Source: an optimization exercise on an open RTL-to-GDS flow (aim: small area). Production flows keep margins and buffers that such runs may drop.
In this exercise RTL edits were held to simulation tests only and were not proved equivalent to the original.
Power is estimated from default activity; no workload was simulated.

--- design.v ---
module fft_peak_detect #(
    parameter int width   = 16,
    parameter int N_2     = 5,
    parameter int SKIP_DC = 1
) (
    input  logic                 clk,
    input  logic                 reset,
    input  logic                 in_valid,
    input  logic [2*width-1:0]   in_data,
    input  logic [2*width-1:0]   threshold,
    output logic                 busy,
    output logic                 result_valid,
    input  logic                 result_ack,
    output logic [N_2-1:0]       peak_idx,
    output logic [2*width-1:0]   peak_mag,
    output logic                 peak_found
);
    localparam int PW = 2 * width;
    logic [5:0]            r_pos;
    logic                  w_hold;
    logic [width-1:0]      w_re;
    logic [width-1:0]      w_im;
    logic [PW-1:0]         w_mag;
    logic [PW-1:0]         r_mag;       
    logic                  r_vld;       
    logic [3:0]            w_idx;       
    logic                  w_first;
    logic [PW:0]           w_gt;        
    logic                  w_upd;
    logic [PW-1:0]         r_max_mag;
    logic [3:0]            r_max_idx;
    logic [PW:0]           w_fnd;       
    logic                  r_found;
    assign w_hold = r_pos[5] & r_pos[1];
    always_ff @(posedge clk) begin
        if (!reset) begin
            r_pos <= '0;
        end else if (!r_pos[5]) begin
            r_pos <= r_pos + {5'd0, in_valid};
        end else if (!r_pos[1]) begin
            r_pos <= r_pos + 6'd1;
        end else if (result_ack) begin
            r_pos <= '0;
        end
    end
    assign busy         = (r_pos != '0) & !w_hold;
    assign result_valid = w_hold;
    assign w_re = in_data[PW-1:width];
    assign w_im = in_data[width-1:0];
    logic p1, p2, p3, p4, p5, p6, p7, p8, p9, p10, p11, p12;
    logic p13, p14, p15, p16, p17, p18, p19, p20, p21, p22, p23, p24;
    logic p25, p26, p27, p28, p29, p30, p31, p32, p33, p34, p35, p36;
    logic p37, p38, p39, p40, p41, p42, p43, p44, p45, p46, p47, p48;
    logic p49, p50, p51, p52, p53, p54, p55, p56, p57, p58, p59, p60;
    logic p61, p62, p63, p64, p65, p66, p67, p68, p69, p70, p71, p72;
    logic p73, p74, p75, p76, p77, p78, p79, p80, p81, p82, p83, p84;
    logic p85, p86, p87, p88, p89, p90, p91, p92, p93, p94, p95, p96;
    logic p97, p98, p99, p100, p101, p102, p103, p104, p105, p106, p107, p108;
    logic p109, p110, p111, p112, p113, p114, p115, p116, p117, p118, p119, p120;
    logic p121, p122, p123, p124, p125, p126, p127, p128, p129, p130, p131, p132;
    logic p133, p134, p135, p136, p137, p138, p139, p140, p141, p142, p143, p144;
    logic p145, p146, p147, p148, p149, p150, p151, p152, p153, p154, p155, p156;
    logic p157, p158, p159, p160, p161, p162, p163, p164, p165, p166, p167, p168;
    logic p169, p170, p171, p172, p173, p174, p175, p176, p177, p178, p179, p180;
    logic p181, p182, p183, p184, p185, p186, p187, p188, p189, p190, p191, p192;
    logic p193, p194, p195, p196, p197, p198, p199, p200, p201, p202, p203, p204;
    logic p205, p206, p207, p208, p209, p210, p211, p212, p213, p214, p215, p216;
    logic p217, p218, p219, p220, p221, p222, p223, p224, p225, p226, p227, p228;
    logic p229, p230, p231, p232, p233, p234, p235, p236, p237, p238, p239, p240;
    logic p241, p242, p243, p244, p245, p246, p247, p248, p249, p250, p251, p252;
    logic p253, p254, p255, p256, p257, p258, p259, p260, p261, p262, p263, p264;
    logic p265, p266, p267, p268, p269, p270, p271, p272, s273, c274, s275, c276;
    logic s277, c278, s279, c280, s281, c282, s283, c284, s285, c286, s287, c288;
    logic s289, c290, s291, c292, s293, c294, s295, c296, s297, c298, s299, c300;
    logic s301, c302, s303, c304, s305, c306, s307, c308, s309, c310, s311, c312;
    logic s313, c314, s315, c316, s317, c318, s319, c320, s321, c322, s323, c324;
    logic s325, c326, s327, c328, s329, c330, s331, c332, s333, c334, s335, c336;
    logic s337, c338, s339, c340, s341, c342, s343, c344, s345, c346, s347, c348;
    logic s349, c350, s351, c352, s353, c354, s355, c356, s357, c358, s359, c360;
    logic s361, c362, s363, c364, s365, c366, s367, c368, s369, c370, s371, c372;
    logic s373, c374, s375, c376, s377, c378, s379, c380, s381, c382, s383, c384;
    logic s385, c386, s387, c388, s389, c390, s391, c392, s393, c394, s395, c396;
    logic s397, c398, s399, c400, s401, c402, s403, c404, s405, c406, s407, c408;
    logic s409, c410, s411, c412, s413, c414, s415, c416, s417, c418, s419, c420;
    logic s421, c422, s423, c424, s425, c426, s427, c428, s429, c430, s431, c432;
    logic s433, c434, s435, c436, s437, c438, s439, c440, s441, c442, s443, c444;
    logic s445, c446, s447, c448, s449, c450, s451, c452, s453, c454, s455, c456;
    logic s457, c458, s459, c460, s461, c462, s463, c464, s465, c466, s467, c468;
    logic s469, c470, s471, c472, s473, c474, s475, c476, s477, c478, s479, c480;
    logic s481, c482, s483, c484, s485, c486, s487, c488, s489, c490, s491, c492;
    logic s493, c494, s495, c496, s497, c498, s499, c500, s501, c502, s503, c504;
    logic s505, c506, s507, c508, s509, c510, s511, c512, s513, c514, s515, c516;
    logic s517, c518, s519, c520, s521, c522, s523, c524, s525, c526, s527, c528;
    logic s529, c530, s531, c532, s533, c534, s535, c536, s537, c538, s539, c540;
    logic s541, c542, s543, c544, s545, c546, s547, c548, s549, c550, s551, c552;
    logic s553, c554, s555, c556, s557, c558, s559, c560, s561, c562, s563, c564;
    logic s565, c566, s567, c568, s569, c570, s571, c572, s573, c574, s575, c576;
    logic s577, c578, s579, c580, s581, c582, s583, c584, s585, c586, s587, c588;
    logic s589, c590, s591, c592, s593, c594, s595, c596, s597, c598, s599, c600;
    logic s601, c602, s603, c604, s605, c606, s607, c608, s609, c610, s611, c612;
    logic s613, c614, s615, c616, s617, c618, s619, c620, s621, c622, s623, c624;
    logic s625, c626, s627, c628, s629, c630, s631, c632, s633, c634, s635, c636;
    logic s637, c638, s639, c640, s641, c642, s643, c644, s645, c646, s647, c648;
    logic s649, c650, s651, c652, s653, c654, s655, c656, s657, c658, s659, c660;
    logic s661, c662, s663, c664, s665, c666, s667, c668, s669, c670, s671, c672;
    logic s673, c674, s675, c676, s677, c678, s679, c680, s681, c682, s683, c684;
    logic s685, c686, s687, c688, s689, c690, s691, c692, s693, c694, s695, c696;
    logic s697, c698, s699, c700, s701, c702, s703, c704, s705, c706, s707, c708;
    logic s709, c710, s711, c712, s713, c714, s715, c716, s717, c718, s719, c720;
    logic s721, c722, s723, c724, s725, c726, s727, c728, s729, c730, s731, c732;
    logic s733, c734, s735, c736, s737, c738, s739, c740, s741, c742, s743, c744;
    logic s745, c746, g747, g748, g749, g750, g751, g752, g753, g754, g755, g756;
    logic g757, g758, g759, g760, g761, g762, g763, g764, g765, g766, g767, g768;
    logic g769, g770, t771, t772, t773, t774, t775, t776, t777, t778, t779, t780;
    logic t781, t782, t783, t784, t785, t786, t787, t788, t789, t790, t791, t792;
    logic t793, t794, g795, g796, q797, g798, q799, g800, q801, g802, q803, g804;
    logic q805, g806, q807, g808, q809, g810, q811, g812, q813, g814, q815, g816;
    logic q817, g818, q819, g820, q821, g822, q823, g824, q825, g826, q827, g828;
    logic q829, g830, q831, g832, q833, g834, q835, g836, q837, g838, q839, g840;
    logic q841, g842, q843, g844, q845, g846, q847, g848, q849, g850, q851, g852;
    logic q853, g854, q855, g856, q857, g858, q859, g860, q861, g862, q863, g864;
    logic q865, g866, q867, g868, q869, g870, q871, g872, q873, g874, q875, g876;
    logic q877, m878, m879, m880, m881, m882, m883, m884, m885, m886, m887, m888;
    logic m889, m890, m891, m892, m893, m894, m895, m896, m897, m898, m899, m900;
    logic m901;
    assign p1 = ~(w_re[0] & w_re[2]);
    assign p2 = ~(w_re[0] & w_re[3]);
    assign p3 = ~(w_re[0] & w_re[4]);
    assign p4 = ~(w_re[0] & w_re[5]);
    assign p5 = ~(w_re[0] & w_re[6]);
    assign p6 = ~(w_re[0] & w_re[7]);
    assign p7 = ~(w_re[0] & w_re[8]);
    assign p8 = ~(w_re[0] & w_re[9]);
    assign p9 = ~(w_re[0] & w_re[10]);
    assign p10 = ~(w_re[0] & w_re[11]);
    assign p11 = ~(w_re[0] & w_re[12]);
    assign p12 = ~(w_re[0] & w_re[13]);
    assign p13 = ~(w_re[0] & w_re[14]);
    assign p14 = ~(w_re[1] & w_re[3]);
    assign p15 = ~(w_re[1] & w_re[4]);
    assign p16 = ~(w_re[1] & w_re[5]);
    assign p17 = ~(w_re[1] & w_re[6]);
    assign p18 = ~(w_re[1] & w_re[7]);
    assign p19 = ~(w_re[1] & w_re[8]);
    assign p20 = ~(w_re[1] & w_re[9]);
    assign p21 = ~(w_re[1] & w_re[10]);
    assign p22 = ~(w_re[1] & w_re[11]);
    assign p23 = ~(w_re[1] & w_re[12]);
    assign p24 = ~(w_re[1] & w_re[13]);
    assign p25 = ~(w_re[1] & w_re[14]);
    assign p26 = ~(w_re[2] & w_re[4]);
    assign p27 = ~(w_re[2] & w_re[5]);
    assign p28 = ~(w_re[2] & w_re[6]);
    assign p29 = ~(w_re[2] & w_re[7]);
    assign p30 = ~(w_re[2] & w_re[8]);
    assign p31 = ~(w_re[2] & w_re[9]);
    assign p32 = ~(w_re[2] & w_re[10]);
    assign p33 = ~(w_re[2] & w_re[11]);
    assign p34 = ~(w_re[2] & w_re[12]);
    assign p35 = ~(w_re[2] & w_re[13]);
    assign p36 = ~(w_re[2] & w_re[14]);
    assign p37 = ~(w_re[3] & w_re[5]);
    assign p38 = ~(w_re[3] & w_re[6]);
    assign p39 = ~(w_re[3] & w_re[7]);
    assign p40 = ~(w_re[3] & w_re[8]);
    assign p41 = ~(w_re[3] & w_re[9]);
    assign p42 = ~(w_re[3] & w_re[10]);
    assign p43 = ~(w_re[3] & w_re[11]);
    assign p44 = ~(w_re[3] & w_re[12]);
    assign p45 = ~(w_re[3] & w_re[13]);
    assign p46 = ~(w_re[3] & w_re[14]);
    assign p47 = ~(w_re[4] & w_re[6]);
    assign p48 = ~(w_re[4] & w_re[7]);
    assign p49 = ~(w_re[4] & w_re[8]);
    assign p50 = ~(w_re[4] & w_re[9]);
    assign p51 = ~(w_re[4] & w_re[10]);
    assign p52 = ~(w_re[4] & w_re[11]);
    assign p53 = ~(w_re[4] & w_re[12]);
    assign p54 = ~(w_re[4] & w_re[13]);
    assign p55 = ~(w_re[4] & w_re[14]);
    assign p56 = ~(w_re[5] & w_re[7]);
    assign p57 = ~(w_re[5] & w_re[8]);
    assign p58 = ~(w_re[5] & w_re[9]);
    assign p59 = ~(w_re[5] & w_re[10]);
    assign p60 = ~(w_re[5] & w_re[11]);
    assign p61 = ~(w_re[5] & w_re[12]);
    assign p62 = ~(w_re[5] & w_re[13]);
    assign p63 = ~(w_re[5] & w_re[14]);
    assign p64 = ~(w_re[6] & w_re[8]);
    assign p65 = ~(w_re[6] & w_re[9]);
    assign p66 = ~(w_re[6] & w_re[10]);
    assign p67 = ~(w_re[6] & w_re[11]);
    assign p68 = ~(w_re[6] & w_re[12]);
    assign p69 = ~(w_re[6] & w_re[13]);
    assign p70 = ~(w_re[6] & w_re[14]);
    assign p71 = ~(w_re[7] & w_re[9]);
    assign p72 = ~(w_re[7] & w_re[10]);
    assign p73 = ~(w_re[7] & w_re[11]);
    assign p74 = ~(w_re[7] & w_re[12]);
    assign p75 = ~(w_re[7] & w_re[13]);
    assign p76 = ~(w_re[7] & w_re[14]);
    assign p77 = ~(w_re[8] & w_re[10]);
    assign p78 = ~(w_re[8] & w_re[11]);
    assign p79 = ~(w_re[8] & w_re[12]);
    assign p80 = ~(w_re[8] & w_re[13]);
    assign p81 = ~(w_re[8] & w_re[14]);
    assign p82 = ~(w_re[9] & w_re[11]);
    assign p83 = ~(w_re[9] & w_re[12]);
    assign p84 = ~(w_re[9] & w_re[13]);
    assign p85 = ~(w_re[9] & w_re[14]);
    assign p86 = ~(w_re[10] & w_re[12]);
    assign p87 = ~(w_re[10] & w_re[13]);
    assign p88 = ~(w_re[10] & w_re[14]);
    assign p89 = ~(w_re[11] & w_re[13]);
    assign p90 = ~(w_re[11] & w_re[14]);
    assign p91 = ~(w_re[12] & w_re[14]);
    assign p92 = ~w_re[0];
    assign p93 = ~(w_re[1] & ~w_re[0]);
    assign p94 = ~(w_re[1] & w_re[0]);
    assign p95 = ~(w_re[2] & ~w_re[1]);
    assign p96 = ~(w_re[2] & w_re[1]);
    assign p97 = ~(w_re[3] & ~w_re[2]);
    assign p98 = ~(w_re[3] & w_re[2]);
    assign p99 = ~(w_re[4] & ~w_re[3]);
    assign p100 = ~(w_re[4] & w_re[3]);
    assign p101 = ~(w_re[5] & ~w_re[4]);
    assign p102 = ~(w_re[5] & w_re[4]);
    assign p103 = ~(w_re[6] & ~w_re[5]);
    assign p104 = ~(w_re[6] & w_re[5]);
    assign p105 = ~(w_re[7] & ~w_re[6]);
    assign p106 = ~(w_re[7] & w_re[6]);
    assign p107 = ~(w_re[8] & ~w_re[7]);
    assign p108 = ~(w_re[8] & w_re[7]);
    assign p109 = ~(w_re[9] & ~w_re[8]);
    assign p110 = ~(w_re[9] & w_re[8]);
    assign p111 = ~(w_re[10] & ~w_re[9]);
    assign p112 = ~(w_re[10] & w_re[9]);
    assign p113 = ~(w_re[11] & ~w_re[10]);
    assign p114 = ~(w_re[11] & w_re[10]);
    assign p115 = ~(w_re[12] & ~w_re[11]);
    assign p116 = ~(w_re[12] & w_re[11]);
    assign p117 = ~(w_re[13] & ~w_re[12]);
    assign p118 = ~(w_re[13] & w_re[12]);
    assign p119 = ~(w_re[14] & ~w_re[13]);
    assign p120 = ~(w_re[14] & w_re[13]);
    assign p121 = (w_re[15] & w_re[0]);
    assign p122 = (w_re[15] & w_re[1]);
    assign p123 = (w_re[15] & w_re[2]);
    assign p124 = (w_re[15] & w_re[3]);
    assign p125 = (w_re[15] & w_re[4]);
    assign p126 = (w_re[15] & w_re[5]);
    assign p127 = (w_re[15] & w_re[6]);
    assign p128 = (w_re[15] & w_re[7]);
    assign p129 = (w_re[15] & w_re[8]);
    assign p130 = (w_re[15] & w_re[9]);
    assign p131 = (w_re[15] & w_re[10]);
    assign p132 = (w_re[15] & w_re[11]);
    assign p133 = (w_re[15] & w_re[12]);
    assign p134 = (w_re[15] & w_re[13]);
    assign p135 = (w_re[15] & w_re[14]);
    assign p136 = ~w_re[15];
    assign p137 = ~(w_im[0] & w_im[2]);
    assign p138 = ~(w_im[0] & w_im[3]);
    assign p139 = ~(w_im[0] & w_im[4]);
    assign p140 = ~(w_im[0] & w_im[5]);
    assign p141 = ~(w_im[0] & w_im[6]);
    assign p142 = ~(w_im[0] & w_im[7]);
    assign p143 = ~(w_im[0] & w_im[8]);
    assign p144 = ~(w_im[0] & w_im[9]);
    assign p145 = ~(w_im[0] & w_im[10]);
    assign p146 = ~(w_im[0] & w_im[11]);
    assign p147 = ~(w_im[0] & w_im[12]);
    assign p148 = ~(w_im[0] & w_im[13]);
    assign p149 = ~(w_im[0] & w_im[14]);
    assign p150 = ~(w_im[1] & w_im[3]);
    assign p151 = ~(w_im[1] & w_im[4]);
    assign p152 = ~(w_im[1] & w_im[5]);
    assign p153 = ~(w_im[1] & w_im[6]);
    assign p154 = ~(w_im[1] & w_im[7]);
    assign p155 = ~(w_im[1] & w_im[8]);
    assign p156 = ~(w_im[1] & w_im[9]);
    assign p157 = ~(w_im[1] & w_im[10]);
    assign p158 = ~(w_im[1] & w_im[11]);
    assign p159 = ~(w_im[1] & w_im[12]);
    assign p160 = ~(w_im[1] & w_im[13]);
    assign p161 = ~(w_im[1] & w_im[14]);
    assign p162 = ~(w_im[2] & w_im[4]);
    assign p163 = ~(w_im[2] & w_im[5]);
    assign p164 = ~(w_im[2] & w_im[6]);
    assign p165 = ~(w_im[2] & w_im[7]);
    assign p166 = ~(w_im[2] & w_im[8]);
    assign p167 = ~(w_im[2] & w_im[9]);
    assign p168 = ~(w_im[2] & w_im[10]);
    assign p169 = ~(w_im[2] & w_im[11]);
    assign p170 = ~(w_im[2] & w_im[12]);
    assign p171 = ~(w_im[2] & w_im[13]);
    assign p172 = ~(w_im[2] & w_im[14]);
    assign p173 = ~(w_im[3] & w_im[5]);
    assign p174 = ~(w_im[3] & w_im[6]);
    assign p175 = ~(w_im[3] & w_im[7]);
    assign p176 = ~(w_im[3] & w_im[8]);
    assign p177 = ~(w_im[3] & w_im[9]);
    assign p178 = ~(w_im[3] & w_im[10]);
    assign p179 = ~(w_im[3] & w_im[11]);
    assign p180 = ~(w_im[3] & w_im[12]);
    assign p181 = ~(w_im[3] & w_im[13]);
    assign p182 = ~(w_im[3] & w_im[14]);
    assign p183 = ~(w_im[4] & w_im[6]);
    assign p184 = ~(w_im[4] & w_im[7]);
    assign p185 = ~(w_im[4] & w_im[8]);
    assign p186 = ~(w_im[4] & w_im[9]);
    assign p187 = ~(w_im[4] & w_im[10]);
    assign p188 = ~(w_im[4] & w_im[11]);
    assign p189 = ~(w_im[4] & w_im[12]);
    assign p190 = ~(w_im[4] & w_im[13]);
    assign p191 = ~(w_im[4] & w_im[14]);
    assign p192 = ~(w_im[5] & w_im[7]);
    assign p193 = ~(w_im[5] & w_im[8]);
    assign p194 = ~(w_im[5] & w_im[9]);
    assign p195 = ~(w_im[5] & w_im[10]);
    assign p196 = ~(w_im[5] & w_im[11]);
    assign p197 = ~(w_im[5] & w_im[12]);
    assign p198 = ~(w_im[5] & w_im[13]);
    assign p199 = ~(w_im[5] & w_im[14]);
    assign p200 = ~(w_im[6] & w_im[8]);
    assign p201 = ~(w_im[6] & w_im[9]);
    assign p202 = ~(w_im[6] & w_im[10]);
    assign p203 = ~(w_im[6] & w_im[11]);
    assign p204 = ~(w_im[6] & w_im[12]);
    assign p205 = ~(w_im[6] & w_im[13]);
    assign p206 = ~(w_im[6] & w_im[14]);
    assign p207 = ~(w_im[7] & w_im[9]);
    assign p208 = ~(w_im[7] & w_im[10]);
    assign p209 = ~(w_im[7] & w_im[11]);
    assign p210 = ~(w_im[7] & w_im[12]);
    assign p211 = ~(w_im[7] & w_im[13]);
    assign p212 = ~(w_im[7] & w_im[14]);
    assign p213 = ~(w_im[8] & w_im[10]);
    assign p214 = ~(w_im[8] & w_im[11]);
    assign p215 = ~(w_im[8] & w_im[12]);
    assign p216 = ~(w_im[8] & w_im[13]);
    assign p217 = ~(w_im[8] & w_im[14]);
    assign p218 = ~(w_im[9] & w_im[11]);
    assign p219 = ~(w_im[9] & w_im[12]);
    assign p220 = ~(w_im[9] & w_im[13]);
    assign p221 = ~(w_im[9] & w_im[14]);
    assign p222 = ~(w_im[10] & w_im[12]);
    assign p223 = ~(w_im[10] & w_im[13]);
    assign p224 = ~(w_im[10] & w_im[14]);
    assign p225 = ~(w_im[11] & w_im[13]);
    assign p226 = ~(w_im[11] & w_im[14]);
    assign p227 = ~(w_im[12] & w_im[14]);
    assign p228 = ~w_im[0];
    assign p229 = ~(w_im[1] & ~w_im[0]);
    assign p230 = ~(w_im[1] & w_im[0]);
    assign p231 = ~(w_im[2] & ~w_im[1]);
    assign p232 = ~(w_im[2] & w_im[1]);
    assign p233 = ~(w_im[3] & ~w_im[2]);
    assign p234 = ~(w_im[3] & w_im[2]);
    assign p235 = ~(w_im[4] & ~w_im[3]);
    assign p236 = ~(w_im[4] & w_im[3]);
    assign p237 = ~(w_im[5] & ~w_im[4]);
    assign p238 = ~(w_im[5] & w_im[4]);
    assign p239 = ~(w_im[6] & ~w_im[5]);
    assign p240 = ~(w_im[6] & w_im[5]);
    assign p241 = ~(w_im[7] & ~w_im[6]);
    assign p242 = ~(w_im[7] & w_im[6]);
    assign p243 = ~(w_im[8] & ~w_im[7]);
    assign p244 = ~(w_im[8] & w_im[7]);
    assign p245 = ~(w_im[9] & ~w_im[8]);
    assign p246 = ~(w_im[9] & w_im[8]);
    assign p247 = ~(w_im[10] & ~w_im[9]);
    assign p248 = ~(w_im[10] & w_im[9]);
    assign p249 = ~(w_im[11] & ~w_im[10]);
    assign p250 = ~(w_im[11] & w_im[10]);
    assign p251 = ~(w_im[12] & ~w_im[11]);
    assign p252 = ~(w_im[12] & w_im[11]);
    assign p253 = ~(w_im[13] & ~w_im[12]);
    assign p254 = ~(w_im[13] & w_im[12]);
    assign p255 = ~(w_im[14] & ~w_im[13]);
    assign p256 = ~(w_im[14] & w_im[13]);
    assign p257 = (w_im[15] & w_im[0]);
    assign p258 = (w_im[15] & w_im[1]);
    assign p259 = (w_im[15] & w_im[2]);
    assign p260 = (w_im[15] & w_im[3]);
    assign p261 = (w_im[15] & w_im[4]);
    assign p262 = (w_im[15] & w_im[5]);
    assign p263 = (w_im[15] & w_im[6]);
    assign p264 = (w_im[15] & w_im[7]);
    assign p265 = (w_im[15] & w_im[8]);
    assign p266 = (w_im[15] & w_im[9]);
    assign p267 = (w_im[15] & w_im[10]);
    assign p268 = (w_im[15] & w_im[11]);
    assign p269 = (w_im[15] & w_im[12]);
    assign p270 = (w_im[15] & w_im[13]);
    assign p271 = (w_im[15] & w_im[14]);
    assign p272 = ~w_im[15];
    fpd_fa u_s273 (.a(p11), .b(p22), .c(1'b1), .s(s273), .co(c274));
    fpd_fa u_s275 (.a(p12), .b(p23), .c(p33), .s(s275), .co(c276));
    fpd_fa u_s277 (.a(p13), .b(p24), .c(p34), .s(s277), .co(c278));
    fpd_fa u_s279 (.a(p43), .b(p51), .c(p58), .s(s279), .co(c280));
    fpd_fa u_s281 (.a(p25), .b(p35), .c(p44), .s(s281), .co(c282));
    fpd_fa u_s283 (.a(p52), .b(p59), .c(p65), .s(s283), .co(c284));
    fpd_fa u_s285 (.a(p107), .b(p121), .c(1'b1), .s(s285), .co(c286));
    fpd_fa u_s287 (.a(p36), .b(p45), .c(p53), .s(s287), .co(c288));
    fpd_fa u_s289 (.a(p60), .b(p66), .c(p71), .s(s289), .co(c290));
    fpd_fa u_s291 (.a(p108), .b(p122), .c(p172), .s(s291), .co(c292));
    fpd_fa u_s293 (.a(p181), .b(p189), .c(1'b1), .s(s293), .co(c294));
    fpd_fa u_s295 (.a(p46), .b(p54), .c(p61), .s(s295), .co(c296));
    fpd_fa u_s297 (.a(p67), .b(p72), .c(p109), .s(s297), .co(c298));
    fpd_fa u_s299 (.a(p123), .b(p182), .c(1'b1), .s(s299), .co(c300));
    fpd_fa u_s301 (.a(p55), .b(p62), .c(p68), .s(s301), .co(c302));
    fpd_fa u_s303 (.a(p73), .b(p77), .c(p110), .s(s303), .co(c304));
    fpd_fa u_s305 (.a(p63), .b(p69), .c(1'b1), .s(s305), .co(c306));
    fpd_fa u_s307 (.a(p7), .b(p18), .c(1'b1), .s(s307), .co(c308));
    fpd_fa u_s309 (.a(p8), .b(p19), .c(p29), .s(s309), .co(c310));
    fpd_fa u_s311 (.a(p9), .b(p20), .c(p30), .s(s311), .co(c312));
    fpd_fa u_s313 (.a(p39), .b(p47), .c(p102), .s(s313), .co(c314));
    fpd_fa u_s315 (.a(p10), .b(p21), .c(p31), .s(s315), .co(c316));
    fpd_fa u_s317 (.a(p40), .b(p48), .c(p103), .s(s317), .co(c318));
    fpd_fa u_s319 (.a(p146), .b(p157), .c(1'b1), .s(s319), .co(c320));
    fpd_fa u_s321 (.a(s273), .b(p32), .c(p41), .s(s321), .co(c322));
    fpd_fa u_s323 (.a(p49), .b(p56), .c(p104), .s(s323), .co(c324));
    fpd_fa u_s325 (.a(p147), .b(p158), .c(p168), .s(s325), .co(c326));
    fpd_fa u_s327 (.a(p177), .b(p185), .c(1'b1), .s(s327), .co(c328));
    fpd_fa u_s329 (.a(c274), .b(s275), .c(p42), .s(s329), .co(c330));
    fpd_fa u_s331 (.a(p50), .b(p57), .c(p105), .s(s331), .co(c332));
    fpd_fa u_s333 (.a(p148), .b(p159), .c(p169), .s(s333), .co(c334));
    fpd_fa u_s335 (.a(p178), .b(p186), .c(p193), .s(s335), .co(c336));
    fpd_fa u_s337 (.a(c276), .b(s277), .c(s279), .s(s337), .co(c338));
    fpd_fa u_s339 (.a(p64), .b(p106), .c(p149), .s(s339), .co(c340));
    fpd_fa u_s341 (.a(p160), .b(p170), .c(p179), .s(s341), .co(c342));
    fpd_fa u_s343 (.a(p187), .b(p194), .c(p200), .s(s343), .co(c344));
    fpd_fa u_s345 (.a(c278), .b(c280), .c(s281), .s(s345), .co(c346));
    fpd_fa u_s347 (.a(s283), .b(s285), .c(p161), .s(s347), .co(c348));
    fpd_fa u_s349 (.a(p171), .b(p180), .c(p188), .s(s349), .co(c350));
    fpd_fa u_s351 (.a(p195), .b(p201), .c(p243), .s(s351), .co(c352));
    fpd_fa u_s353 (.a(c282), .b(c284), .c(c286), .s(s353), .co(c354));
    fpd_fa u_s355 (.a(s287), .b(s289), .c(s291), .s(s355), .co(c356));
    fpd_fa u_s357 (.a(s293), .b(p196), .c(p202), .s(s357), .co(c358));
    fpd_fa u_s359 (.a(p207), .b(p244), .c(p258), .s(s359), .co(c360));
    fpd_fa u_s361 (.a(c288), .b(c290), .c(c292), .s(s361), .co(c362));
    fpd_fa u_s363 (.a(c294), .b(s295), .c(s297), .s(s363), .co(c364));
    fpd_fa u_s365 (.a(s299), .b(p190), .c(p197), .s(s365), .co(c366));
    fpd_fa u_s367 (.a(p203), .b(p208), .c(p245), .s(s367), .co(c368));
    fpd_fa u_s369 (.a(c296), .b(c298), .c(c300), .s(s369), .co(c370));
    fpd_fa u_s371 (.a(s301), .b(s303), .c(p124), .s(s371), .co(c372));
    fpd_fa u_s373 (.a(p191), .b(p198), .c(p204), .s(s373), .co(c374));
    fpd_fa u_s375 (.a(p209), .b(p213), .c(p246), .s(s375), .co(c376));
    fpd_fa u_s377 (.a(c302), .b(c304), .c(s305), .s(s377), .co(c378));
    fpd_fa u_s379 (.a(p74), .b(p78), .c(p111), .s(s379), .co(c380));
    fpd_fa u_s381 (.a(p125), .b(p199), .c(p205), .s(s381), .co(c382));
    fpd_fa u_s383 (.a(p210), .b(p214), .c(p247), .s(s383), .co(c384));
    fpd_fa u_s385 (.a(c306), .b(p70), .c(p75), .s(s385), .co(c386));
    fpd_fa u_s387 (.a(p79), .b(p82), .c(p112), .s(s387), .co(c388));
    fpd_fa u_s389 (.a(p126), .b(p206), .c(p211), .s(s389), .co(c390));
    fpd_fa u_s391 (.a(p215), .b(p218), .c(p248), .s(s391), .co(c392));
    fpd_fa u_s393 (.a(p76), .b(p80), .c(p83), .s(s393), .co(c394));
    fpd_fa u_s395 (.a(p113), .b(p127), .c(p212), .s(s395), .co(c396));
    fpd_fa u_s397 (.a(p216), .b(p219), .c(1'b1), .s(s397), .co(c398));
    fpd_fa u_s399 (.a(p81), .b(p84), .c(p86), .s(s399), .co(c400));
    fpd_fa u_s401 (.a(p114), .b(p128), .c(p217), .s(s401), .co(c402));
    fpd_fa u_s403 (.a(p85), .b(p87), .c(1'b1), .s(s403), .co(c404));
    fpd_fa u_s405 (.a(p5), .b(p16), .c(p26), .s(s405), .co(c406));
    fpd_fa u_s407 (.a(p6), .b(p17), .c(p27), .s(s407), .co(c408));
    fpd_fa u_s409 (.a(p99), .b(p142), .c(1'b1), .s(s409), .co(c410));
    fpd_fa u_s411 (.a(s307), .b(p28), .c(p37), .s(s411), .co(c412));
    fpd_fa u_s413 (.a(p100), .b(p143), .c(p154), .s(s413), .co(c414));
    fpd_fa u_s415 (.a(p164), .b(p173), .c(1'b1), .s(s415), .co(c416));
    fpd_fa u_s417 (.a(c308), .b(s309), .c(p38), .s(s417), .co(c418));
    fpd_fa u_s419 (.a(p101), .b(p144), .c(p155), .s(s419), .co(c420));
    fpd_fa u_s421 (.a(p165), .b(p174), .c(p237), .s(s421), .co(c422));
    fpd_fa u_s423 (.a(c310), .b(s311), .c(s313), .s(s423), .co(c424));
    fpd_fa u_s425 (.a(p145), .b(p156), .c(p166), .s(s425), .co(c426));
    fpd_fa u_s427 (.a(p175), .b(p183), .c(p238), .s(s427), .co(c428));
    fpd_fa u_s429 (.a(c312), .b(c314), .c(s315), .s(s429), .co(c430));
    fpd_fa u_s431 (.a(s317), .b(s319), .c(p167), .s(s431), .co(c432));
    fpd_fa u_s433 (.a(p176), .b(p184), .c(p239), .s(s433), .co(c434));
    fpd_fa u_s435 (.a(c316), .b(c318), .c(c320), .s(s435), .co(c436));
    fpd_fa u_s437 (.a(s321), .b(s323), .c(s325), .s(s437), .co(c438));
    fpd_fa u_s439 (.a(s327), .b(p192), .c(p240), .s(s439), .co(c440));
    fpd_fa u_s441 (.a(c322), .b(c324), .c(c326), .s(s441), .co(c442));
    fpd_fa u_s443 (.a(c328), .b(s329), .c(s331), .s(s443), .co(c444));
    fpd_fa u_s445 (.a(s333), .b(s335), .c(p241), .s(s445), .co(c446));
    fpd_fa u_s447 (.a(c330), .b(c332), .c(c334), .s(s447), .co(c448));
    fpd_fa u_s449 (.a(c336), .b(s337), .c(s339), .s(s449), .co(c450));
    fpd_fa u_s451 (.a(s341), .b(s343), .c(p242), .s(s451), .co(c452));
    fpd_fa u_s453 (.a(c338), .b(c340), .c(c342), .s(s453), .co(c454));
    fpd_fa u_s455 (.a(c344), .b(s345), .c(s347), .s(s455), .co(c456));
    fpd_fa u_s457 (.a(s349), .b(s351), .c(p257), .s(s457), .co(c458));
    fpd_fa u_s459 (.a(c346), .b(c348), .c(c350), .s(s459), .co(c460));
    fpd_fa u_s461 (.a(c352), .b(s353), .c(s355), .s(s461), .co(c462));
    fpd_fa u_s463 (.a(s357), .b(s359), .c(1'b0), .s(s463), .co(c464));
    fpd_fa u_s465 (.a(c354), .b(c356), .c(c358), .s(s465), .co(c466));
    fpd_fa u_s467 (.a(c360), .b(s361), .c(s363), .s(s467), .co(c468));
    fpd_fa u_s469 (.a(s365), .b(s367), .c(p259), .s(s469), .co(c470));
    fpd_fa u_s471 (.a(c362), .b(c364), .c(c366), .s(s471), .co(c472));
    fpd_fa u_s473 (.a(c368), .b(s369), .c(s371), .s(s473), .co(c474));
    fpd_fa u_s475 (.a(s373), .b(s375), .c(p260), .s(s475), .co(c476));
    fpd_fa u_s477 (.a(c370), .b(c372), .c(c374), .s(s477), .co(c478));
    fpd_fa u_s479 (.a(c376), .b(s377), .c(s379), .s(s479), .co(c480));
    fpd_fa u_s481 (.a(s381), .b(s383), .c(p261), .s(s481), .co(c482));
    fpd_fa u_s483 (.a(c378), .b(c380), .c(c382), .s(s483), .co(c484));
    fpd_fa u_s485 (.a(c384), .b(s385), .c(s387), .s(s485), .co(c486));
    fpd_fa u_s487 (.a(s389), .b(s391), .c(p262), .s(s487), .co(c488));
    fpd_fa u_s489 (.a(c386), .b(c388), .c(c390), .s(s489), .co(c490));
    fpd_fa u_s491 (.a(c392), .b(s393), .c(s395), .s(s491), .co(c492));
    fpd_fa u_s493 (.a(s397), .b(p249), .c(p263), .s(s493), .co(c494));
    fpd_fa u_s495 (.a(c394), .b(c396), .c(c398), .s(s495), .co(c496));
    fpd_fa u_s497 (.a(s399), .b(s401), .c(p220), .s(s497), .co(c498));
    fpd_fa u_s499 (.a(p222), .b(p250), .c(p264), .s(s499), .co(c500));
    fpd_fa u_s501 (.a(c400), .b(c402), .c(s403), .s(s501), .co(c502));
    fpd_fa u_s503 (.a(p115), .b(p129), .c(p221), .s(s503), .co(c504));
    fpd_fa u_s505 (.a(p223), .b(p251), .c(p265), .s(s505), .co(c506));
    fpd_fa u_s507 (.a(c404), .b(p88), .c(p89), .s(s507), .co(c508));
    fpd_fa u_s509 (.a(p116), .b(p130), .c(p224), .s(s509), .co(c510));
    fpd_fa u_s511 (.a(p225), .b(p252), .c(p266), .s(s511), .co(c512));
    fpd_fa u_s513 (.a(p90), .b(p117), .c(p131), .s(s513), .co(c514));
    fpd_fa u_s515 (.a(p226), .b(p253), .c(1'b1), .s(s515), .co(c516));
    fpd_fa u_s517 (.a(p91), .b(p118), .c(p132), .s(s517), .co(c518));
    fpd_fa u_s519 (.a(p3), .b(p14), .c(p96), .s(s519), .co(c520));
    fpd_fa u_s521 (.a(p4), .b(p15), .c(p97), .s(s521), .co(c522));
    fpd_fa u_s523 (.a(p140), .b(p151), .c(1'b1), .s(s523), .co(c524));
    fpd_fa u_s525 (.a(s405), .b(p98), .c(p141), .s(s525), .co(c526));
    fpd_fa u_s527 (.a(p152), .b(p162), .c(p234), .s(s527), .co(c528));
    fpd_fa u_s529 (.a(c406), .b(s407), .c(s409), .s(s529), .co(c530));
    fpd_fa u_s531 (.a(p153), .b(p163), .c(p235), .s(s531), .co(c532));
    fpd_fa u_s533 (.a(c408), .b(c410), .c(s411), .s(s533), .co(c534));
    fpd_fa u_s535 (.a(s413), .b(s415), .c(p236), .s(s535), .co(c536));
    fpd_fa u_s537 (.a(c412), .b(c414), .c(c416), .s(s537), .co(c538));
    fpd_fa u_s539 (.a(s417), .b(s419), .c(s421), .s(s539), .co(c540));
    fpd_fa u_s541 (.a(c418), .b(c420), .c(c422), .s(s541), .co(c542));
    fpd_fa u_s543 (.a(s423), .b(s425), .c(s427), .s(s543), .co(c544));
    fpd_fa u_s545 (.a(c424), .b(c426), .c(c428), .s(s545), .co(c546));
    fpd_fa u_s547 (.a(s429), .b(s431), .c(s433), .s(s547), .co(c548));
    fpd_fa u_s549 (.a(c430), .b(c432), .c(c434), .s(s549), .co(c550));
    fpd_fa u_s551 (.a(s435), .b(s437), .c(s439), .s(s551), .co(c552));
    fpd_fa u_s553 (.a(c436), .b(c438), .c(c440), .s(s553), .co(c554));
    fpd_fa u_s555 (.a(s441), .b(s443), .c(s445), .s(s555), .co(c556));
    fpd_fa u_s557 (.a(c442), .b(c444), .c(c446), .s(s557), .co(c558));
    fpd_fa u_s559 (.a(s447), .b(s449), .c(s451), .s(s559), .co(c560));
    fpd_fa u_s561 (.a(c448), .b(c450), .c(c452), .s(s561), .co(c562));
    fpd_fa u_s563 (.a(s453), .b(s455), .c(s457), .s(s563), .co(c564));
    fpd_fa u_s565 (.a(c454), .b(c456), .c(c458), .s(s565), .co(c566));
    fpd_fa u_s567 (.a(s459), .b(s461), .c(s463), .s(s567), .co(c568));
    fpd_fa u_s569 (.a(c460), .b(c462), .c(c464), .s(s569), .co(c570));
    fpd_fa u_s571 (.a(s465), .b(s467), .c(s469), .s(s571), .co(c572));
    fpd_fa u_s573 (.a(c466), .b(c468), .c(c470), .s(s573), .co(c574));
    fpd_fa u_s575 (.a(s471), .b(s473), .c(s475), .s(s575), .co(c576));
    fpd_fa u_s577 (.a(c472), .b(c474), .c(c476), .s(s577), .co(c578));
    fpd_fa u_s579 (.a(s477), .b(s479), .c(s481), .s(s579), .co(c580));
    fpd_fa u_s581 (.a(c478), .b(c480), .c(c482), .s(s581), .co(c582));
    fpd_fa u_s583 (.a(s483), .b(s485), .c(s487), .s(s583), .co(c584));
    fpd_fa u_s585 (.a(c484), .b(c486), .c(c488), .s(s585), .co(c586));
    fpd_fa u_s587 (.a(s489), .b(s491), .c(s493), .s(s587), .co(c588));
    fpd_fa u_s589 (.a(c490), .b(c492), .c(c494), .s(s589), .co(c590));
    fpd_fa u_s591 (.a(s495), .b(s497), .c(s499), .s(s591), .co(c592));
    fpd_fa u_s593 (.a(c496), .b(c498), .c(c500), .s(s593), .co(c594));
    fpd_fa u_s595 (.a(s501), .b(s503), .c(s505), .s(s595), .co(c596));
    fpd_fa u_s597 (.a(c502), .b(c504), .c(c506), .s(s597), .co(c598));
    fpd_fa u_s599 (.a(s507), .b(s509), .c(s511), .s(s599), .co(c600));
    fpd_fa u_s601 (.a(c508), .b(c510), .c(c512), .s(s601), .co(c602));
    fpd_fa u_s603 (.a(s513), .b(s515), .c(p267), .s(s603), .co(c604));
    fpd_fa u_s605 (.a(c514), .b(c516), .c(s517), .s(s605), .co(c606));
    fpd_fa u_s607 (.a(p227), .b(p254), .c(p268), .s(s607), .co(c608));
    fpd_fa u_s609 (.a(c518), .b(p119), .c(p133), .s(s609), .co(c610));
    fpd_fa u_s611 (.a(p255), .b(p269), .c(1'b1), .s(s611), .co(c612));
    fpd_fa u_s613 (.a(p120), .b(p134), .c(p256), .s(s613), .co(c614));
    fpd_fa u_s615 (.a(p135), .b(p136), .c(1'b1), .s(s615), .co(c616));
    fpd_fa u_s617 (.a(p1), .b(p94), .c(1'b1), .s(s617), .co(c618));
    fpd_fa u_s619 (.a(p2), .b(p95), .c(p138), .s(s619), .co(c620));
    fpd_fa u_s621 (.a(s519), .b(p139), .c(p150), .s(s621), .co(c622));
    fpd_fa u_s623 (.a(c520), .b(s521), .c(s523), .s(s623), .co(c624));
    fpd_fa u_s625 (.a(c522), .b(c524), .c(s525), .s(s625), .co(c626));
    fpd_fa u_s627 (.a(c526), .b(c528), .c(s529), .s(s627), .co(c628));
    fpd_fa u_s629 (.a(c530), .b(c532), .c(s533), .s(s629), .co(c630));
    fpd_fa u_s631 (.a(c534), .b(c536), .c(s537), .s(s631), .co(c632));
    fpd_fa u_s633 (.a(c538), .b(c540), .c(s541), .s(s633), .co(c634));
    fpd_fa u_s635 (.a(c542), .b(c544), .c(s545), .s(s635), .co(c636));
    fpd_fa u_s637 (.a(c546), .b(c548), .c(s549), .s(s637), .co(c638));
    fpd_fa u_s639 (.a(c550), .b(c552), .c(s553), .s(s639), .co(c640));
    fpd_fa u_s641 (.a(c554), .b(c556), .c(s557), .s(s641), .co(c642));
    fpd_fa u_s643 (.a(c558), .b(c560), .c(s561), .s(s643), .co(c644));
    fpd_fa u_s645 (.a(c562), .b(c564), .c(s565), .s(s645), .co(c646));
    fpd_fa u_s647 (.a(c566), .b(c568), .c(s569), .s(s647), .co(c648));
    fpd_fa u_s649 (.a(c570), .b(c572), .c(s573), .s(s649), .co(c650));
    fpd_fa u_s651 (.a(c574), .b(c576), .c(s577), .s(s651), .co(c652));
    fpd_fa u_s653 (.a(c578), .b(c580), .c(s581), .s(s653), .co(c654));
    fpd_fa u_s655 (.a(c582), .b(c584), .c(s585), .s(s655), .co(c656));
    fpd_fa u_s657 (.a(c586), .b(c588), .c(s589), .s(s657), .co(c658));
    fpd_fa u_s659 (.a(c590), .b(c592), .c(s593), .s(s659), .co(c660));
    fpd_fa u_s661 (.a(c594), .b(c596), .c(s597), .s(s661), .co(c662));
    fpd_fa u_s663 (.a(c598), .b(c600), .c(s601), .s(s663), .co(c664));
    fpd_fa u_s665 (.a(c602), .b(c604), .c(s605), .s(s665), .co(c666));
    fpd_fa u_s667 (.a(c606), .b(c608), .c(s609), .s(s667), .co(c668));
    fpd_fa u_s669 (.a(c610), .b(c612), .c(s613), .s(s669), .co(c670));
    fpd_fa u_s671 (.a(c614), .b(s615), .c(p271), .s(s671), .co(c672));
    fpd_fa u_s673 (.a(s617), .b(p137), .c(1'b1), .s(s673), .co(c674));
    fpd_fa u_s675 (.a(c618), .b(s619), .c(p231), .s(s675), .co(c676));
    fpd_fa u_s677 (.a(c620), .b(s621), .c(p232), .s(s677), .co(c678));
    fpd_fa u_s679 (.a(c622), .b(s623), .c(p233), .s(s679), .co(c680));
    fpd_fa u_s681 (.a(c624), .b(s625), .c(s527), .s(s681), .co(c682));
    fpd_fa u_s683 (.a(c626), .b(s627), .c(s531), .s(s683), .co(c684));
    fpd_fa u_s685 (.a(c628), .b(s629), .c(s535), .s(s685), .co(c686));
    fpd_fa u_s687 (.a(c630), .b(s631), .c(s539), .s(s687), .co(c688));
    fpd_fa u_s689 (.a(c632), .b(s633), .c(s543), .s(s689), .co(c690));
    fpd_fa u_s691 (.a(c634), .b(s635), .c(s547), .s(s691), .co(c692));
    fpd_fa u_s693 (.a(c636), .b(s637), .c(s551), .s(s693), .co(c694));
    fpd_fa u_s695 (.a(c638), .b(s639), .c(s555), .s(s695), .co(c696));
    fpd_fa u_s697 (.a(c640), .b(s641), .c(s559), .s(s697), .co(c698));
    fpd_fa u_s699 (.a(c642), .b(s643), .c(s563), .s(s699), .co(c700));
    fpd_fa u_s701 (.a(c644), .b(s645), .c(s567), .s(s701), .co(c702));
    fpd_fa u_s703 (.a(c646), .b(s647), .c(s571), .s(s703), .co(c704));
    fpd_fa u_s705 (.a(c648), .b(s649), .c(s575), .s(s705), .co(c706));
    fpd_fa u_s707 (.a(c650), .b(s651), .c(s579), .s(s707), .co(c708));
    fpd_fa u_s709 (.a(c652), .b(s653), .c(s583), .s(s709), .co(c710));
    fpd_fa u_s711 (.a(c654), .b(s655), .c(s587), .s(s711), .co(c712));
    fpd_fa u_s713 (.a(c656), .b(s657), .c(s591), .s(s713), .co(c714));
    fpd_fa u_s715 (.a(c658), .b(s659), .c(s595), .s(s715), .co(c716));
    fpd_fa u_s717 (.a(c660), .b(s661), .c(s599), .s(s717), .co(c718));
    fpd_fa u_s719 (.a(c662), .b(s663), .c(s603), .s(s719), .co(c720));
    fpd_fa u_s721 (.a(c664), .b(s665), .c(s607), .s(s721), .co(c722));
    fpd_fa u_s723 (.a(c666), .b(s667), .c(s611), .s(s723), .co(c724));
    fpd_fa u_s725 (.a(c668), .b(s669), .c(p270), .s(s725), .co(c726));
    fpd_fa u_s727 (.a(c670), .b(s671), .c(p272), .s(s727), .co(c728));
    fpd_fa u_s729 (.a(c672), .b(c616), .c(1'b1), .s(s729), .co(c730));
    fpd_fa u_s731 (.a(p92), .b(p228), .c(1'b1), .s(s731), .co(c732));
    fpd_fa u_s733 (.a(1'b1), .b(1'b1), .c(c732), .s(s733), .co(c734));
    fpd_fa u_s735 (.a(p93), .b(p229), .c(c734), .s(s735), .co(c736));
    fpd_fa u_s737 (.a(s673), .b(p230), .c(c736), .s(s737), .co(c738));
    fpd_fa u_s739 (.a(c674), .b(s675), .c(c738), .s(s739), .co(c740));
    fpd_fa u_s741 (.a(c676), .b(s677), .c(c740), .s(s741), .co(c742));
    fpd_fa u_s743 (.a(c678), .b(s679), .c(c742), .s(s743), .co(c744));
    fpd_fa u_s745 (.a(c680), .b(s681), .c(c744), .s(s745), .co(c746));
    assign g747 = c682 & s683;
    assign g748 = c684 & s685;
    assign g749 = c686 & s687;
    assign g750 = c688 & s689;
    assign g751 = c690 & s691;
    assign g752 = c692 & s693;
    assign g753 = c694 & s695;
    assign g754 = c696 & s697;
    assign g755 = c698 & s699;
    assign g756 = c700 & s701;
    assign g757 = c702 & s703;
    assign g758 = c704 & s705;
    assign g759 = c706 & s707;
    assign g760 = c708 & s709;
    assign g761 = c710 & s711;
    assign g762 = c712 & s713;
    assign g763 = c714 & s715;
    assign g764 = c716 & s717;
    assign g765 = c718 & s719;
    assign g766 = c720 & s721;
    assign g767 = c722 & s723;
    assign g768 = c724 & s725;
    assign g769 = c726 & s727;
    assign g770 = c728 & s729;
    assign t771 = c682 ^ s683;
    assign t772 = c684 ^ s685;
    assign t773 = c686 ^ s687;
    assign t774 = c688 ^ s689;
    assign t775 = c690 ^ s691;
    assign t776 = c692 ^ s693;
    assign t777 = c694 ^ s695;
    assign t778 = c696 ^ s697;
    assign t779 = c698 ^ s699;
    assign t780 = c700 ^ s701;
    assign t781 = c702 ^ s703;
    assign t782 = c704 ^ s705;
    assign t783 = c706 ^ s707;
    assign t784 = c708 ^ s709;
    assign t785 = c710 ^ s711;
    assign t786 = c712 ^ s713;
    assign t787 = c714 ^ s715;
    assign t788 = c716 ^ s717;
    assign t789 = c718 ^ s719;
    assign t790 = c720 ^ s721;
    assign t791 = c722 ^ s723;
    assign t792 = c724 ^ s725;
    assign t793 = c726 ^ s727;
    assign t794 = c728 ^ s729;
    assign g795 = g747 | (t771 & c746);
    assign g796 = g748 | (t772 & g795);
    assign q797 = t772 & t771;
    assign g798 = g750 | (t774 & g749);
    assign q799 = t774 & t773;
    assign g800 = g752 | (t776 & g751);
    assign q801 = t776 & t775;
    assign g802 = g754 | (t778 & g753);
    assign q803 = t778 & t777;
    assign g804 = g756 | (t780 & g755);
    assign q805 = t780 & t779;
    assign g806 = g758 | (t782 & g757);
    assign q807 = t782 & t781;
    assign g808 = g760 | (t784 & g759);
    assign q809 = t784 & t783;
    assign g810 = g762 | (t786 & g761);
    assign q811 = t786 & t785;
    assign g812 = g764 | (t788 & g763);
    assign q813 = t788 & t787;
    assign g814 = g766 | (t790 & g765);
    assign q815 = t790 & t789;
    assign g816 = g768 | (t792 & g767);
    assign q817 = t792 & t791;
    assign g818 = g770 | (t794 & g769);
    assign q819 = t794 & t793;
    assign g820 = g798 | (q799 & g796);
    assign q821 = q799 & q797;
    assign g822 = g802 | (q803 & g800);
    assign q823 = q803 & q801;
    assign g824 = g806 | (q807 & g804);
    assign q825 = q807 & q805;
    assign g826 = g810 | (q811 & g808);
    assign q827 = q811 & q809;
    assign g828 = g814 | (q815 & g812);
    assign q829 = q815 & q813;
    assign g830 = g818 | (q819 & g816);
    assign q831 = q819 & q817;
    assign g832 = g822 | (q823 & g820);
    assign q833 = q823 & q821;
    assign g834 = g826 | (q827 & g824);
    assign q835 = q827 & q825;
    assign g836 = g830 | (q831 & g828);
    assign q837 = q831 & q829;
    assign g838 = g834 | (q835 & g832);
    assign q839 = q835 & q833;
    assign g840 = g836 | (q837 & g838);
    assign q841 = q837 & q839;
    assign g842 = g824 | (q825 & g832);
    assign q843 = q825 & q833;
    assign g844 = g828 | (q829 & g838);
    assign q845 = q829 & q839;
    assign g846 = g800 | (q801 & g820);
    assign q847 = q801 & q821;
    assign g848 = g804 | (q805 & g832);
    assign q849 = q805 & q833;
    assign g850 = g808 | (q809 & g842);
    assign q851 = q809 & q843;
    assign g852 = g812 | (q813 & g838);
    assign q853 = q813 & q839;
    assign g854 = g816 | (q817 & g844);
    assign q855 = q817 & q845;
    assign g856 = g749 | (t773 & g796);
    assign q857 = t773 & q797;
    assign g858 = g751 | (t775 & g820);
    assign q859 = t775 & q821;
    assign g860 = g753 | (t777 & g846);
    assign q861 = t777 & q847;
    assign g862 = g755 | (t779 & g832);
    assign q863 = t779 & q833;
    assign g864 = g757 | (t781 & g848);
    assign q865 = t781 & q849;
    assign g866 = g759 | (t783 & g842);
    assign q867 = t783 & q843;
    assign g868 = g761 | (t785 & g850);
    assign q869 = t785 & q851;
    assign g870 = g763 | (t787 & g838);
    assign q871 = t787 & q839;
    assign g872 = g765 | (t789 & g852);
    assign q873 = t789 & q853;
    assign g874 = g767 | (t791 & g844);
    assign q875 = t791 & q845;
    assign g876 = g769 | (t793 & g854);
    assign q877 = t793 & q855;
    assign m878 = t771 ^ c746;
    assign m879 = t772 ^ g795;
    assign m880 = t773 ^ g796;
    assign m881 = t774 ^ g856;
    assign m882 = t775 ^ g820;
    assign m883 = t776 ^ g858;
    assign m884 = t777 ^ g846;
    assign m885 = t778 ^ g860;
    assign m886 = t779 ^ g832;
    assign m887 = t780 ^ g862;
    assign m888 = t781 ^ g848;
    assign m889 = t782 ^ g864;
    assign m890 = t783 ^ g842;
    assign m891 = t784 ^ g866;
    assign m892 = t785 ^ g850;
    assign m893 = t786 ^ g868;
    assign m894 = t787 ^ g838;
    assign m895 = t788 ^ g870;
    assign m896 = t789 ^ g852;
    assign m897 = t790 ^ g872;
    assign m898 = t791 ^ g844;
    assign m899 = t792 ^ g874;
    assign m900 = t793 ^ g854;
    assign m901 = t794 ^ g876;
    assign w_mag = ~{m901, m900, m899, m898, m897, m896, m895, m894, m893, m892, m891, m890, m889, m888, m887, m886, m885, m884, m883, m882, m881, m880, m879, m878, s745, s743, s741, s739, s737, s735, s733, s731};
    always_ff @(posedge clk) begin
        r_mag <= w_mag;
        r_vld <= reset && in_valid && (r_pos[5:4] == 2'd0) && (r_pos[3:0] != 4'd0);
    end
    assign w_idx   = r_pos[3:0] - 4'd1;
    assign w_first = (r_pos[3:0] == 4'd2);
    assign w_gt[0]  = 1'b0;
    assign w_fnd[0] = 1'b0;
    for (genvar i = 0; i < PW; i++) begin : g_cmp
        assign w_gt[i+1]  = (r_mag[i] & ~r_max_mag[i]) | ((r_mag[i] | ~r_max_mag[i]) & w_gt[i]);
        assign w_fnd[i+1] = (r_max_mag[i] & ~threshold[i]) |
                            ((r_max_mag[i] | ~threshold[i]) & w_fnd[i]);
    end
    assign w_upd = r_vld && (w_first || w_gt[PW]);
    always_ff @(posedge clk) begin
        if (w_upd) begin
            r_max_mag <= r_mag;
            r_max_idx <= w_idx;
        end
        r_found <= w_fnd[PW];
    end
    assign peak_mag   = r_max_mag;
    assign peak_idx   = {1'b0, r_max_idx};
    assign peak_found = r_found;
endmodule
module fpd_fa (
    input  logic a,
    input  logic b,
    input  logic c,
    output logic s,
    output logic co
);
    assign s  = a ^ b ^ c;
    assign co = (a & b) | (a & c) | (b & c);
endmodule
--- run.sh ---
#!/bin/bash
# synth_recipe.tcl (not shown) runs the flow's synth.tcl, then flattens the netlist and writes it again
# the make line also repeats each setting of config.mk as NAME=value (left out here)
make -C /OpenROAD-flow-scripts/flow DESIGN_CONFIG=/design/flow/config.mk WORK_HOME=/design/flow/orfs CLKGATE_MAP_FILE= SYNTH_SCRIPT=/design/flow/synth_recipe.tcl finish
--- config.mk ---
export PLATFORM = sky130hd
export DESIGN_NAME = fft_peak_detect
export DESIGN_NICKNAME = fft_peak_detect
export VERILOG_FILES = /design/flow/design.v
export SDC_FILE = /design/flow/constraint.sdc
export NUM_CORES = 4
export LEC_CHECK = 0
export CAP_MARGIN = 20
export CORE_MARGIN = 2
export CORE_UTILIZATION = 40
export SLEW_MARGIN = 20
export SYNTH_HIERARCHICAL = 1
--- constraint.sdc ---
create_clock -name core_clock -period 8.0 [get_ports {clk}]
set_input_delay 1.6000 -clock core_clock [delete_from_list [all_inputs] [get_ports {clk}]]
set_output_delay 1.6000 -clock core_clock [all_outputs]
set_load 0.01 [all_outputs]
==> impl_metrics.env, run 1 <==
export IMPL_status="finished clean"
export IMPL_power_density_nw_per_um2=382
export IMPL_grtUsageTotal_pct=18.8
export IMPL_ff2ff_path_depth=10
export IMPL_core_um2=25300
export IMPL_clock_latency_ns=0.33
export IMPL_worstPathCellList="clkdlybuf4s50_1 > nand2_1 > fa_1 > fa_1 > fa_1 > fa_1 > fa_2 > fa_1 > fa_2 > fa_2 > inv_1 > fa_1 > nor2b_1 > o21ai_1 > a21boi_0 > o21a_1 > o31ai_2 > buf_4 > a21oi_1 > o211ai_1 > nand3_1 > a41oi_2 > nor2b_4 > fa_1"
export IMPL_num_rows=58
export IMPL_p_total_mw=4.73
export IMPL_final_hold_viol_count=0
export IMPL_stdcell_count=1443
export IMPL_ys_flop_type="dfxtp_1"
export IMPL_ant_nets=0
export IMPL_root_buffer="clkbuf_16"
export IMPL_antennaDiodeCount=0
export IMPL_post_cts_buffers=0
export IMPL_synth_edf_count=36
export IMPL_setup_violations=0
export IMPL_slowest_stage="fa_1"
export IMPL_async_flop_share_pct=0
export IMPL_crit_path_frequent_cell="fa_1"
export IMPL_h_tree_depth=3
export IMPL_synth_cells=986
export IMPL_multiInputGateArea_um2=8100
export IMPL_grt_max_degree=37
export IMPL_fin_setup_tns_ns=0
export IMPL_synth_top_area_share_pct=48.2
export IMPL_syn_to_final_growth_pct=19.3
export IMPL_endpoint_kind="flop"
export IMPL_rrSetupSlack_ns=4.32
export IMPL_skew_ns=0.0106
export IMPL_firstDrtPassIters=5
export IMPL_whs_endpoint="r_max_mag[0]"
export IMPL_tritoncts="built"
export IMPL_drtIter0Drc=387
export IMPL_cts_hold_buf=0
export IMPL_post_route_min_period_ns=7.66
export IMPL_via_count=7113
export IMPL_fp_dieH_um=165
export IMPL_path_class="in2reg"
export IMPL_num_nets_final=1451
export IMPL_grt_remaining_overflow=0
export IMPL_clk_pin_slew_ns=0.06
export IMPL_grt_pass1_wl_um=39700
export IMPL_yosysSeqAreaShare_pct=18.1
export IMPL_syn_avg_cell_area_um2=10.5
export IMPL_path_delay_family="adder cells"
export IMPL_drive_gt1_share_pct=6.83
export IMPL_rsz0062_at_grt="no"
export IMPL_critPathMaxFanout=2
export IMPL_tightest_slew_ns=0.933
export IMPL_synth_seq_cells=76
export IMPL_netlist_area_um2=10400
export IMPL_crit_required_ns=8.21
export IMPL_hpwl_um=20900
export IMPL_wirelength_um=24700
export IMPL_cp_num_buf_inv=3
export IMPL_synth_cell_types=57
export IMPL_ys_warnings_count=7
export IMPL_nFillCells=2366
export IMPL_stdcell_area_um2=12400
export IMPL_cts_sinks=76
export IMPL_cp_slowest_stage_delay_ns=0.57
export IMPL_critPathArrivalTime_ns=7.86
export IMPL_max_freq_mhz=131
export IMPL_start_util_pct=41.0
export IMPL_hold_depth=0
export IMPL_finalCritPeriodShare_pct=95.7
export IMPL_clockBufferDepth=2
export IMPL_ir_drop_mv=0.290
export IMPL_vias_per_cell=4.93
export IMPL_portBuffers=106
export IMPL_startpoint_type="input pin"
export IMPL_hold_class="reg2reg"
export IMPL_slew_limit_headroom_pct=37.8
export IMPL_reg2reg_to="r_max_mag[10]"
export IMPL_grt_antenna_before_repair=0
export IMPL_regArea_um2=1880
export IMPL_slew_viol_final=0
export IMPL_dieArea_um2=27300
export IMPL_dpl_cell_count=1427
export IMPL_dpl_instance_area_um2=12000
export IMPL_grt_pass1_vias=7701
export IMPL_synth_largest_area_cell="fa_1"
export IMPL_hold_path_startpoint="r_mag[0]"
export IMPL_drc=0
export IMPL_place_gp_congestion=0.820
export IMPL_reg2reg_from="r_max_mag[6]"
export IMPL_io_pins=108
export IMPL_cts_made_buffers=9
export IMPL_leakagePower_nw=4.73
export IMPL_synthTopCellsByArea="fa_1 (48%), edfxtp_1 (10%), nand2_1 (8.4%)"
export IMPL_die_w_um=165
export IMPL_post_drt_wl_per_cell_um=17.1
export IMPL_drv_cap=0
[metrics by stage]
step                      utilization (%)  hold slack [ns]  setup WS (ns)
after CTS                            48.8            0.431         0.0503
after global routing                 48.9            0.438         0.0554
after floorplan                         -            0.401          0.389
after global placement               47.6            0.411         -0.340
after detailed placement             47.6            0.417         -0.379
final                                48.9            0.428          0.342
[state kept, by name, summed over array words and instances (netlist names)]
| signal | count |
|---|---|
| r_pos | 6 |
| r_mag | 32 |
| r_max_idx | 4 |
| r_found | 1 |
| r_max_mag | 32 |
| r_vld | 1 |
[layout by cell type (no fill, tap or decap), drive strengths merged, types with 8 or more instances in the layout]
cell and n:
a21oi 17, and2 32, buf 45, clkbuf 11, clkdlybuf4s50 105, conb 24, dfxtp 40, edfxtp 36
fa 250, ha 25, inv 76, maj3 24, nand2 232, nand2b 45, nand3 8, nor2 18
nor2b 17, o21ai 18
[how the worst max path moves through the flow]
stage                start         to  slack [ns]  cells after the start
2_1_floorplan  in_data[16]  r_mag[28]        0.39                     23
3_3_place_gp   in_data[16]  r_mag[28]       -0.34                     24
3_5_place_dp   in_data[16]  r_mag[28]       -0.38                     24
4_1_cts        in_data[16]  r_mag[28]        0.05                     24
5_1_grt        in_data[18]  r_mag[28]        0.06                     24
6_report       in_data[18]  r_mag[28]        0.34                     24
[final cells by class]
class / instances / area share [%]
Clock buffer: 11 / 2.05
Inverter: 75 / 2.27
Clock inverter: 5 / 0.465
Tap cell: 330 / 3.33
Sequential cell: 76 / 15.2
Timing Repair Buffer: 151 / 11.3
Multi-Input combinational cell: 795 / 65.4
[synth_stat cells, types with 3 or more instances]
cell and number:
a211oi_1 3, a21oi_1 17, a221oi_1 4, a22o_1 3
a22oi_1 3, and2_1 32, clkbuf_1 61, dfxtp_1 40
edfxtp_1 36, fa_1 250, ha_1 25, inv_1 74
maj3_1 20, maj3_2 4, nand2_1 232, nand2b_1 45
nand3_1 8, nor2_1 18, nor2b_1 17, nor3_1 7
o211ai_1 5, o21a_1 3, o21ai_0 16, o22ai_1 5
o31a_1 3, o31ai_1 3, xnor2_1 7, xor2_1 7
[routing by layer]
metal  vias to the layer above  routed length (um)  part of all wire, %  track usage (%)
met2                       170               11400                   46             31.1
met1                      3605               11800                   48             26.5
met3                        14                1200                  4.9             2.32
met4                         0                 344                  1.4             4.43
li1                       3324                   -                    -                -
met5                         -                   0                    0                0
[what timing repair did]
| action | CTS | global route |
|---|---|---|
| pin swaps | 0 | 4 |
| endpoints found under the setup margin | 1 | 7 |
| gates resized for setup | 1 | 8 |
[report_power, final]
| part | internal, mW | leakage [nW] | switching [mW] |
|---|---|---|---|
| clock network | 0.260 | 0.151 | 0.152 |
| registers | 0.624 | 0.661 | 0.0754 |
| logic | 1.78 | 3.91 | 1.84 |
| total | 2.67 | 4.73 | 2.07 |
[modules after synthesis, one instance, submodules excluded]
module	area [um2]	flops+latches	times used
fft_peak_detect	5640	76	1
fpd_fa	20.0	0	237
[worst register-to-register path, cell delays in order (launching register included)]
cell and delay [ns]:
edfxtp_1 0.40, inv_1 0.08, a221o_1 0.35, a211oi_2 0.21, o31ai_1 0.17, a2111oi_2 0.37
nor2_1 0.12, maj3_2 0.33, maj3_2 0.31, maj3_2 0.30, o31a_2 0.65
[logic make-up (layout without fill, tap and decap cells)]
logic type,count (synthesis),in the layout,share of synthesized area [%]
simple gates,367,367,15.9
fa+ha+maj,299,299,53.6
buf+inv,137,242,4.99
compound gates,91,91,6.16
flops,76,76,18.1
xor+xnor,14,14,1.18
other cells,2,24,0.0723
==> run 2, diff against run 1 <==
==> flow/run.sh (new file) <==
#!/bin/bash
set -e
cp standard.sh standard_sh_copy.txt
cp config.mk config_mk_copy.txt
export BUFFER_PORTS_ARGS="-buffer_cell sky130_fd_sc_hd__buf_1"
bash standard.sh > standard.log 2>&1
==> standard.sh (new file) <==
#!/bin/bash
# synth_recipe.tcl (not shown) runs the flow's synth.tcl, then flattens the netlist and writes it again
# the make line also repeats each setting of config.mk as NAME=value (left out here)
make -C /OpenROAD-flow-scripts/flow DESIGN_CONFIG=/design/flow/config.mk WORK_HOME=/design/flow/orfs CLKGATE_MAP_FILE= SYNTH_SCRIPT=/design/flow/synth_recipe.tcl "${@:-finish}"
removed: run.sh
==> impl_metrics.env, run 2 <==
export IMPL_status="finished clean"
export IMPL_final_common_cell="fa_1"
export IMPL_stdcell_count=1437
export IMPL_num_nets_final=1445
export IMPL_start_util_pct=41.0
export IMPL_wirelength_um=24400
export IMPL_yosysSeqAreaShare_pct=18.1
export IMPL_place_gp_congestion=0.830
export IMPL_synth_seq_cells=76
export IMPL_cts_hold_buf=0
export IMPL_ys_warnings_count=7
export IMPL_hold_class="reg2reg"
export IMPL_yosys_top_cells_count="fa_1 (250), nand2_1 (232), inv_1 (74)"
export IMPL_root_buffer="clkbuf_16"
export IMPL_reg2reg_from="r_max_mag[6]"
export IMPL_rsz0062_at_grt="no"
export IMPL_nFillCells=2386
export IMPL_drive_gt1_share_pct=5.96
export IMPL_critPathArrivalTime_ns=7.73
export IMPL_crit_required_ns=8.20
export IMPL_hold_worst_slack_ns=0.425
export IMPL_clk_pin_slew_ns=0.06
export IMPL_multiInputGateArea_um2=8090
export IMPL_fin_setup_tns_ns=0
export IMPL_via_count=7207
export IMPL_core_um2=25300
export IMPL_cp_startpoint="in_data[16]"
export IMPL_yosysMostFrequentCell="fa_1"
export IMPL_reg2reg_to="r_max_mag[14]"
export IMPL_power_density_nw_per_um2=396
export IMPL_drc=0
export IMPL_portBuffers=106
export IMPL_dieArea_um2=27300
export IMPL_pre_cts_ws_ns=-0.0960
export IMPL_leakagePower_nw=4.39
export IMPL_grt_antenna_before_repair=0
export IMPL_skew_ns=0.0113
export IMPL_grt_pass1_wl_um=39800
export IMPL_rrSetupSlack_ns=4.33
export IMPL_endpoint_kind="flop"
export IMPL_cts_sinks=76
export IMPL_post_route_min_period_ns=7.53
export IMPL_ir_drop_mv=0.292
export IMPL_num_rows=58
export IMPL_synthTopCellsByArea="fa_1 (48%), edfxtp_1 (10%), nand2_1 (8.4%)"
export IMPL_ff2ff_path_depth=10
export IMPL_post_drt_wl_per_cell_um=17.0
export IMPL_slew_limit_headroom_pct=38.6
export IMPL_drv_cap=0
export IMPL_grt_max_degree=37
export IMPL_fp_dieH_um=165
export IMPL_hold_depth=0
export IMPL_cts_made_buffers=9
export IMPL_async_flop_share_pct=0
export IMPL_reg_top3="r_mag x32, r_max_mag x32, r_pos x6"
export IMPL_regArea_um2=1880
export IMPL_ant_nets=0
export IMPL_synth_cells=986
export IMPL_clock_latency_ns=0.33
export IMPL_startpoint_type="input pin"
export IMPL_final_hold_viol_count=0
export IMPL_antennaDiodeCount=0
export IMPL_tritoncts="built"
export IMPL_drtIter0Drc=502
export IMPL_synth_cell_types=57
export IMPL_crit_end="r_mag[28]"
export IMPL_slew_viol_final=0
export IMPL_ys_flop_type="dfxtp_1"
export IMPL_netlist_area_um2=10400
export IMPL_setup_violations=0
export IMPL_clockBufferDepth=2
[run 2: power by group]
group          internal, mW  leakage, nW  total [mW]  switching [mW]
sequential            0.624        0.661       0.698          0.0738
clock                 0.258        0.147       0.402           0.143
combinational          1.69         3.58        3.52            1.83
[run 2: per-layer routing]
| metal | global-route usage, % | routed length [um] |
|---|---|---|
| met2 | 31.4 | 11600 |
| met4 | 4.66 | 388 |
| met1 | 26.0 | 11200 |
| met5 | 0 | 0 |
| met3 | 2.77 | 1270 |
[run 2: worst max-delay path, stage by stage]
cell and delay (ns):
clkbuf_2 0.12, nand2_1 0.08, fa_1 0.50, fa_1 0.52, fa_1 0.46, fa_1 0.39
fa_1 0.38, fa_1 0.40, fa_1 0.42, fa_1 0.39, inv_1 0.09, fa_1 0.20
nor2b_1 0.07, o21ai_2 0.15, a21boi_0 0.11, o21a_1 0.20, o31ai_2 0.19, buf_4 0.15
a21oi_1 0.06, o211ai_1 0.23, nand3_1 0.17, a41oi_2 0.24, nor2b_1 0.19, fa_1 0.42
[run 2: worst min path at each step]
stage / startpoint / endpoint / slack [ns]
after floorplan: r_mag[0] / r_max_mag[0] / 0.40
after global placement: r_mag[15] / r_max_mag[15] / 0.41
after detailed placement: r_mag[0] / r_max_mag[0] / 0.42
after CTS: r_mag[0] / r_max_mag[0] / 0.43
after global routing: r_mag[0] / r_max_mag[0] / 0.44
final: r_mag[0] / r_max_mag[0] / 0.43
[run 2: stage by stage]
| step | power [mW] | instance area (um2) | util [%] |
|---|---|---|---|
| 6_report | 4.62 | 11700 | 46.0 |
| 3_5_place_dp | 4.22 | 11300 | 44.8 |
| 2_1_floorplan | 3.41 | 10500 | - |
| 4_1_cts | 4.65 | 11600 | 45.9 |
| 3_3_place_gp | 4.08 | 11300 | 44.8 |
| 5_1_grt | 5.27 | 11700 | 46.0 |
[run 2: timing repair]
action | in CTS | in global routing
endpoints found under the setup margin | 0 | 7
resized for setup | 0 | 5
buffers inserted | 0 | 0
[run 2: final cells by class]
type / instances / area share [%]
inverters: 75 / 2.42
well taps: 330 / 3.54
clock buffers: 14 / 2.27
clock inverters: 2 / 0.301
repair buffers: 145 / 5.94
flip-flops and latches: 76 / 16.1
multi-input cells: 795 / 69.4
[run 2: cells by family (layout without fill, tap and decap cells)]
group,after synthesis,count (layout),share of synthesized area (%)
simple gates,367,367,15.9
fa+ha+maj,299,299,53.6
buf+inv,137,236,4.99
compound gates,91,91,6.16
flops,76,76,18.1
xor+xnor,14,14,1.18
other cells,2,24,0.0723
[run 2: modules after synthesis (local to each module, per instance)]
| module | area (um2) | cells | times used | flops+latches |
|---|---|---|---|---|
| fft_peak_detect | 5640 | 749 | 1 | 76 |
| fpd_fa | 20.0 | 1 | 237 | 0 |

Re-timed with assumed drivers on the ports (clkbuf_16 on the clock, buf_2 on other inputs), run 2 has 0.484 ns of setup slack against 0.466 ns with ideal ports, and 0.123 ns once port delays also move by the mid clock arrival of 0.360 ns.
